Background: an optimization exercise with open tools, aiming at small area, a short achievable clock period and few clock cycles. Do not read the settings as production practice.
Only simulation tests tie the RTL to the original design; equivalence was not proved.
Power figures rest on the tool's default switching activity, not on a simulated workload.

==> flow/design.v <==
`default_nettype none
package ptw_pkg;
	localparam int unsigned PHYS_ADDR_BITS_DEF = 52;
	localparam logic [1:0] OP_LOOKUP = 2'd0;
	localparam logic [1:0] OP_SET    = 2'd1;
	localparam logic [1:0] OP_READ   = 2'd2;
	localparam logic [1:0] OP_SWAP   = 2'd3;
	localparam logic [1:0] KIND_READ  = 2'd0;
	localparam logic [1:0] KIND_CAS   = 2'd1;
	localparam logic [1:0] KIND_INVAL = 2'd2;
	localparam logic [1:0] KIND_DONE  = 2'd3;
	localparam logic [3:0] ST_XLATED    = 4'd0;
	localparam logic [3:0] ST_LEAF_2M   = 4'd1;
	localparam logic [3:0] ST_LEAF_1G   = 4'd2;
	localparam logic [3:0] ST_NOT_PRES  = 4'd3;
	localparam logic [3:0] ST_RANGE     = 4'd4;
	localparam logic [3:0] ST_BAD_BASE  = 4'd5;
	localparam logic [3:0] ST_SET       = 4'd6;
	localparam logic [3:0] ST_SWAP_FAIL = 4'd7;
	localparam logic [3:0] ST_BUSY      = 4'd8;
	localparam logic [1:0] PSZ_4K = 2'd0;
	localparam logic [1:0] PSZ_2M = 2'd1;
	localparam logic [1:0] PSZ_1G = 2'd2;
	localparam logic [1:0] CFG_TABLE_BASE = 2'd0;
	localparam logic [1:0] CFG_USER_START = 2'd1;
	localparam logic [1:0] CFG_USER_END   = 2'd2;
	localparam logic [63:0] ENTRY_CLEAR = 64'h8000_0000_0000_0007;
	localparam logic [63:0] ENTRY_PS    = 64'h0000_0000_0000_0080;
	localparam logic [63:0] PAGE_4K_OFS = 64'h0000_0000_0000_0FFF;
	localparam logic [63:0] PAGE_2M_OFS = 64'h0000_0000_001F_FFFF;
	localparam logic [8:0]  IDX_MASK    = 9'h1FF;
	typedef struct packed {
		logic [1:0]  op;
		logic [63:0] vaddr;
		logic [63:0] flags;
		logic [63:0] mdata;
	} item_t;
	typedef struct packed {
		logic [1:0]  kind;
		logic [63:0] target_addr;
		logic [63:0] write_data;
		logic [63:0] expected_data;
		logic [3:0]  status;
		logic [1:0]  fault_level;
		logic [1:0]  page_size;
		logic [51:0] paddr;
		logic [63:0] leaf_entry;
		logic        last;
	} result_t;
	typedef struct packed {
		logic [1:0] count;
		result_t    r0;
		result_t    r1;
	} core_res_t;
	typedef struct packed {
		logic [51:0] table_base;
		logic [63:0] user_start;
		logic [63:0] user_end;
	} cfg_t;
	function automatic logic [63:0] entry_addr(input logic [63:0] tbl,
			input logic [63:0] va, input logic [1:0] lvl, input logic [63:0] mask);
		logic [8:0] idx;
		case (lvl)
			2'd0: idx = va[47:39];
			2'd1: idx = va[38:30];
			2'd2: idx = va[29:21];
			default: idx = va[20:12];
		endcase
		entry_addr = (tbl & mask) | {52'd0, idx & IDX_MASK, 3'd0};
	endfunction
	function automatic result_t mk_res(input logic [1:0] kind,
			input logic [63:0] target, input logic [63:0] wdata,
			input logic [63:0] expd, input logic [3:0] status,
			input logic [1:0] lvl, input logic [1:0] psize,
			input logic [51:0] phys, input logic [63:0] leaf, input logic last);
		mk_res = {kind, target, wdata, expd, status, lvl, psize, phys, leaf, last};
	endfunction
endpackage
`default_nettype wire
`default_nettype none
module page_table_walker_with_permission_update_top #(
	parameter int unsigned PHYS_ADDR_BITS = ptw_pkg::PHYS_ADDR_BITS_DEF
) (
	input  wire logic         clk,
	input  wire logic         arst_n,
	input  wire logic         s_axis_tvalid,
	output logic              s_axis_tready,
	input  wire logic [191:0] s_axis_tdata,
	input  wire logic [1:0]   s_axis_tuser,
	output logic              m_axis_tvalid,
	input  wire logic         m_axis_tready,
	output logic [319:0]      m_axis_tdata,
	output logic [1:0]        m_axis_tuser,
	output logic              m_axis_tlast,
	input  wire logic         cfg_valid,
	output logic              cfg_ready,
	input  wire logic [1:0]   cfg_index,
	input  wire logic [63:0]  cfg_data
);
	logic [51:12] base_q;
	logic [63:0]  ustart_q, uend_q;
	logic         wbase_q, wstart_q, wend_q;
	assign cfg_ready = 1'b1;
	always_ff @(posedge clk or negedge arst_n) begin
		if (!arst_n) begin
			wbase_q  <= 1'b0;
			wstart_q <= 1'b0;
			wend_q   <= 1'b0;
		end else if (cfg_valid) begin
			case (cfg_index)
				ptw_pkg::CFG_TABLE_BASE: wbase_q  <= 1'b1;
				ptw_pkg::CFG_USER_START: wstart_q <= 1'b1;
				ptw_pkg::CFG_USER_END:   wend_q   <= 1'b1;
				default: ;
			endcase
		end
	end
	always_ff @(posedge clk) begin
		if (cfg_valid) begin
			case (cfg_index)
				ptw_pkg::CFG_TABLE_BASE: base_q   <= cfg_data[51:12];
				ptw_pkg::CFG_USER_START: ustart_q <= cfg_data;
				ptw_pkg::CFG_USER_END:   uend_q   <= cfg_data;
				default: ;
			endcase
		end
	end
	logic         rd_q, sw_q;
	logic [1:0]   lvl_q;
	logic         set_q, large_q;
	logic [63:0]  va_q, fl_q, ent_q;
	logic [51:12] tbl_q;
	logic         ov_q, pend_q;
	logic [1:0]   kind_q, rfl_q, psz_q;
	logic [3:0]   st_q;
	logic         last_q;
	logic         s_tbl_q, s_base_q, s_page_q, s_cas_q, s_leaf_q, s_pa_q;
	logic [1:0]   op;
	logic [63:0]  va, md;
	logic         idle, accept;
	assign op     = s_axis_tuser;
	assign va     = s_axis_tdata[63:0];
	assign md     = s_axis_tdata[191:128];
	assign idle   = !rd_q && !sw_q;
	assign s_axis_tready = (!ov_q || m_axis_tready) && !pend_q;
	assign accept        = s_axis_tvalid && s_axis_tready;
	logic         n_ov, n_pend, n_last;
	logic [1:0]   n_kind, n_fl, n_psz;
	logic [3:0]   n_st;
	logic         n_tbl, n_base, n_page, n_cas, n_leaf, n_pa;
	logic         n_rd, n_sw, n_set, n_large;
	logic [1:0]   n_lvl;
	logic         ld_tbl;
	logic         leaf_lvl;
	logic         out_range;
	assign leaf_lvl  = (lvl_q == 2'd3) || (lvl_q == 2'd2 && md[7]);
	assign out_range = (wstart_q && va < ustart_q) || !wend_q || (va >= uend_q);
	always_comb begin
		n_ov    = 1'b1;
		n_pend  = 1'b0;
		n_last  = 1'b1;
		n_kind  = ptw_pkg::KIND_DONE;
		n_st    = ptw_pkg::ST_XLATED;
		n_fl    = 2'd0;
		n_psz   = ptw_pkg::PSZ_4K;
		n_tbl   = 1'b0;
		n_base  = 1'b0;
		n_page  = 1'b0;
		n_cas   = 1'b0;
		n_leaf  = 1'b0;
		n_pa    = 1'b0;
		n_rd    = rd_q;
		n_sw    = sw_q;
		n_lvl   = lvl_q;
		n_set   = set_q;
		n_large = large_q;
		ld_tbl  = 1'b0;
		case (op)
			ptw_pkg::OP_LOOKUP, ptw_pkg::OP_SET: begin
				if (!idle) begin
					n_st = ptw_pkg::ST_BUSY;
				end else if (op[0] && out_range) begin
					n_st = ptw_pkg::ST_RANGE;
				end else if (op[0] && (!wbase_q || base_q == '0)) begin
					n_st = ptw_pkg::ST_BAD_BASE;
				end else begin
					n_kind = ptw_pkg::KIND_READ;
					n_base = 1'b1;
					n_rd   = 1'b1;
					n_lvl  = 2'd0;
					n_set  = op[0];
				end
			end
			ptw_pkg::OP_READ: begin
				if (!rd_q) begin
					n_ov = 1'b0;
				end else if (!md[0]) begin
					n_rd   = 1'b0;
					n_st   = ptw_pkg::ST_NOT_PRES;
					n_fl   = lvl_q;
					n_leaf = 1'b1;
				end else if (lvl_q == 2'd1 && md[7]) begin
					n_rd   = 1'b0;
					n_st   = ptw_pkg::ST_LEAF_1G;
					n_fl   = 2'd1;
					n_psz  = ptw_pkg::PSZ_1G;
					n_leaf = 1'b1;
				end else if (leaf_lvl) begin
					n_rd   = 1'b0;
					n_leaf = 1'b1;
					n_fl   = lvl_q;
					n_psz  = lvl_q[0] ? ptw_pkg::PSZ_4K : ptw_pkg::PSZ_2M;
					if (set_q) begin
						n_kind  = ptw_pkg::KIND_CAS;
						n_tbl   = 1'b1;
						n_cas   = 1'b1;
						n_sw    = 1'b1;
						n_large = !lvl_q[0];
					end else if (lvl_q[0]) begin
						n_pa = 1'b1;
					end else begin
						n_st = ptw_pkg::ST_LEAF_2M;
					end
				end else begin
					n_kind = ptw_pkg::KIND_READ;
					n_tbl  = 1'b1;
					n_lvl  = lvl_q + 2'd1;
					ld_tbl = 1'b1;
				end
			end
			default: begin
				if (!sw_q) begin
					n_ov = 1'b0;
				end else begin
					n_sw  = 1'b0;
					n_psz = large_q ? ptw_pkg::PSZ_2M : ptw_pkg::PSZ_4K;
					if (md == ent_q) begin
						n_kind = ptw_pkg::KIND_INVAL;
						n_page = 1'b1;
						n_last = 1'b0;
						n_pend = 1'b1;
					end else begin
						n_st   = ptw_pkg::ST_SWAP_FAIL;
						n_fl   = large_q ? 2'd2 : 2'd3;
						n_leaf = 1'b1;
					end
				end
			end
		endcase
	end
	always_ff @(posedge clk or negedge arst_n) begin
		if (!arst_n) begin
			rd_q <= 1'b0;
			sw_q <= 1'b0;
		end else if (accept) begin
			rd_q <= n_rd;
			sw_q <= n_sw;
		end
	end
	always_ff @(posedge clk) begin
		if (idle) fl_q <= s_axis_tdata[127:64];
	end
	always_ff @(posedge clk) begin
		if (accept) begin
			lvl_q   <= n_lvl;
			set_q   <= n_set;
			large_q <= n_large;
			if (idle) va_q <= va;
			if (!sw_q) ent_q <= md;
			if (ld_tbl) tbl_q <= md[51:12];
		end
	end
	always_ff @(posedge clk or negedge arst_n) begin
		if (!arst_n) begin
			ov_q   <= 1'b0;
			pend_q <= 1'b0;
		end else if (accept) begin
			ov_q   <= n_ov;
			pend_q <= n_pend;
		end else if (m_axis_tready) begin
			ov_q   <= pend_q;
			pend_q <= 1'b0;
		end
	end
	always_ff @(posedge clk) begin
		if (accept) begin
			kind_q   <= n_kind;
			st_q     <= n_st;
			rfl_q    <= n_fl;
			psz_q    <= n_psz;
			last_q   <= n_last;
			s_tbl_q  <= n_tbl;
			s_base_q <= n_base;
			s_page_q <= n_page;
			s_cas_q  <= n_cas;
			s_leaf_q <= n_leaf;
			s_pa_q   <= n_pa;
		end else if (pend_q && m_axis_tready) begin
			kind_q   <= ptw_pkg::KIND_DONE;
			st_q     <= ptw_pkg::ST_SET;
			rfl_q    <= large_q ? 2'd2 : 2'd3;
			last_q   <= 1'b1;
			s_page_q <= 1'b0;
			s_leaf_q <= 1'b1;
		end
	end
	logic [8:0]  idx;
	logic [63:0] target, wdata, expd, leaf;
	logic [51:0] paddr;
	always_comb begin
		case (lvl_q)
			2'd0:    idx = va_q[47:39];
			2'd1:    idx = va_q[38:30];
			2'd2:    idx = va_q[29:21];
			default: idx = va_q[20:12];
		endcase
	end
	always_comb begin
		target = '0;
		if (s_base_q && wbase_q) target[51:12] = target[51:12] | base_q;
		if (s_tbl_q)  target[51:12] = target[51:12] | tbl_q;
		if (s_base_q || s_tbl_q) target[11:3] = idx;
		if (s_page_q) begin
			target[63:21] = target[63:21] | va_q[63:21];
			target[20:12] = target[20:12] | (large_q ? 9'd0 : va_q[20:12]);
		end
	end
	assign wdata = s_cas_q ? ((ent_q & ~ptw_pkg::ENTRY_CLEAR) | fl_q | (large_q ? ptw_pkg::ENTRY_PS : 64'd0)) : 64'd0;
	assign expd  = s_cas_q ? ent_q : 64'd0;
	assign leaf  = s_leaf_q ? ent_q : 64'd0;
	assign paddr = s_pa_q ? {ent_q[51:12], va_q[11:0]} : 52'd0;
	assign m_axis_tvalid = ov_q;
	assign m_axis_tuser  = kind_q;
	assign m_axis_tlast  = last_q;
	assign m_axis_tdata  = {4'd0, leaf, paddr, psz_q, rfl_q, st_q, expd, wdata, target};
endmodule
`default_nettype wire
make LEC_CHECK=0 CAP_MARGIN=20 CORE_MARGIN=2 CORE_UTILIZATION=40 SLEW_MARGIN=20 finish   # period 6.5 ns
run.sh (not shown) runs the stock make flow with config.mk's settings and CLKGATE_MAP_FILE= SYNTH_SCRIPT=/design/flow/synth_recipe.tcl, a recipe that flattens the netlist after the stock synthesis.
Testbench counts at the start, summed over its fixed seeds: cycles 25,183.
Then changed:
--- a/flow/design.v
+++ b/flow/design.v
@@ -129,12 +129,12 @@
 	logic [1:0]   lvl_q;
 	logic         set_q, large_q;
 	logic [63:0]  va_q, fl_q, ent_q;
-	logic [51:12] tbl_q;
+	logic [51:3]  tbl_q;
 	logic         ov_q, pend_q;
 	logic [1:0]   kind_q, rfl_q, psz_q;
 	logic [3:0]   st_q;
 	logic         last_q;
-	logic         s_tbl_q, s_base_q, s_page_q, s_cas_q, s_leaf_q, s_pa_q;
+	logic         s_tbl_q, s_page_q, s_pglo_q, s_cas_q, s_leaf_q, s_pa_q;
 	logic [1:0]   op;
 	logic [63:0]  va, md;
 	logic         idle, accept;
@@ -147,12 +147,20 @@
 	logic         n_ov, n_pend, n_last;
 	logic [1:0]   n_kind, n_fl, n_psz;
 	logic [3:0]   n_st;
-	logic         n_tbl, n_base, n_page, n_cas, n_leaf, n_pa;
+	logic         n_tbl, n_page, n_cas, n_leaf, n_pa;
 	logic         n_rd, n_sw, n_set, n_large;
 	logic [1:0]   n_lvl;
 	logic         ld_tbl;
 	logic         leaf_lvl;
 	logic         out_range;
+	logic [8:0]   nidx;
+	always_comb begin
+		case (lvl_q)
+			2'd0:    nidx = va_q[38:30];
+			2'd1:    nidx = va_q[29:21];
+			default: nidx = va_q[20:12];
+		endcase
+	end
 	assign leaf_lvl  = (lvl_q == 2'd3) || (lvl_q == 2'd2 && md[7]);
 	assign out_range = (wstart_q && va < ustart_q) || !wend_q || (va >= uend_q);
 	always_comb begin
@@ -164,7 +172,6 @@
 		n_fl    = 2'd0;
 		n_psz   = ptw_pkg::PSZ_4K;
 		n_tbl   = 1'b0;
-		n_base  = 1'b0;
 		n_page  = 1'b0;
 		n_cas   = 1'b0;
 		n_leaf  = 1'b0;
@@ -185,7 +192,8 @@
 					n_st = ptw_pkg::ST_BAD_BASE;
 				end else begin
 					n_kind = ptw_pkg::KIND_READ;
-					n_base = 1'b1;
+					n_tbl  = 1'b1;
+					ld_tbl = 1'b1;
 					n_rd   = 1'b1;
 					n_lvl  = 2'd0;
 					n_set  = op[0];
@@ -267,7 +275,7 @@
 			large_q <= n_large;
 			if (idle) va_q <= va;
 			if (!sw_q) ent_q <= md;
-			if (ld_tbl) tbl_q <= md[51:12];
+			if (ld_tbl) tbl_q <= idle ? {wbase_q ? base_q : 40'd0, va[47:39]} : {md[51:12], nidx};
 		end
 	end
 	always_ff @(posedge clk or negedge arst_n) begin
@@ -290,8 +298,8 @@
 			psz_q    <= n_psz;
 			last_q   <= n_last;
 			s_tbl_q  <= n_tbl;
-			s_base_q <= n_base;
 			s_page_q <= n_page;
+			s_pglo_q <= n_page && !large_q;
 			s_cas_q  <= n_cas;
 			s_leaf_q <= n_leaf;
 			s_pa_q   <= n_pa;
@@ -301,29 +309,17 @@
 			rfl_q    <= large_q ? 2'd2 : 2'd3;
 			last_q   <= 1'b1;
 			s_page_q <= 1'b0;
+			s_pglo_q <= 1'b0;
 			s_leaf_q <= 1'b1;
 		end
 	end
-	logic [8:0]  idx;
 	logic [63:0] target, wdata, expd, leaf;
 	logic [51:0] paddr;
 	always_comb begin
-		case (lvl_q)
-			2'd0:    idx = va_q[47:39];
-			2'd1:    idx = va_q[38:30];
-			2'd2:    idx = va_q[29:21];
-			default: idx = va_q[20:12];
-		endcase
-	end
-	always_comb begin
 		target = '0;
-		if (s_base_q && wbase_q) target[51:12] = target[51:12] | base_q;
-		if (s_tbl_q)  target[51:12] = target[51:12] | tbl_q;
-		if (s_base_q || s_tbl_q) target[11:3] = idx;
-		if (s_page_q) begin
-			target[63:21] = target[63:21] | va_q[63:21];
-			target[20:12] = target[20:12] | (large_q ? 9'd0 : va_q[20:12]);
-		end
+		if (s_tbl_q) target[51:3] = tbl_q;
+		if (s_page_q) target[63:21] = target[63:21] | va_q[63:21];
+		if (s_pglo_q) target[20:12] = target[20:12] | va_q[20:12];
 	end
 	assign wdata = s_cas_q ? ((ent_q & ~ptw_pkg::ENTRY_CLEAR) | fl_q | (large_q ? ptw_pkg::ENTRY_PS : 64'd0)) : 64'd0;
 	assign expd  = s_cas_q ? ent_q : 64'd0;
=>
- combinational power rose by 15%
- total power rose by 6.3%
- setup slack got worse by 720 ps
- design area rose by 2.4%
- clock skew rose by 4.3 ps
- non-clock buffer count rose by 2
- synthesized cell count rose by 5.7%
Testbench counts after the change, summed over its fixed seeds: cycles 25,183.

-- port drivers added, routing unchanged --
The flow's constraints put no driver on any port. The routed layouts listed below were extracted and timed again, unchanged, in two steps.
Step 1 assumes that a clkbuf_16 drives the clock port and a buf_2 every other input.
Step 2 moves the port delays by t, midway between the first and last clock arrival at a register: inputs arrive t later, outputs are due t later. That takes back most of the time a late clock gives input paths.
Slacks: ideal / step 1 / step 2; pairs: ideal / step 1.
run | t, ns | setup slack, ns | hold WS [ns] | cell pins on the clock port's net
the first run | 0.629 | 2.252 / 2.197 / 2.026 | 0.493 / 0.493 / 0.493 | 1
the second run | 0.649 | 1.533 / 1.572 / 0.924 | 0.467 / 0.467 / 0.467 | 1
After both steps setup and hold are still met in every run listed. For the second run, which loses most, drivers alone change the setup slack by +0.039 ns; drivers and shift together by -0.609 ns.
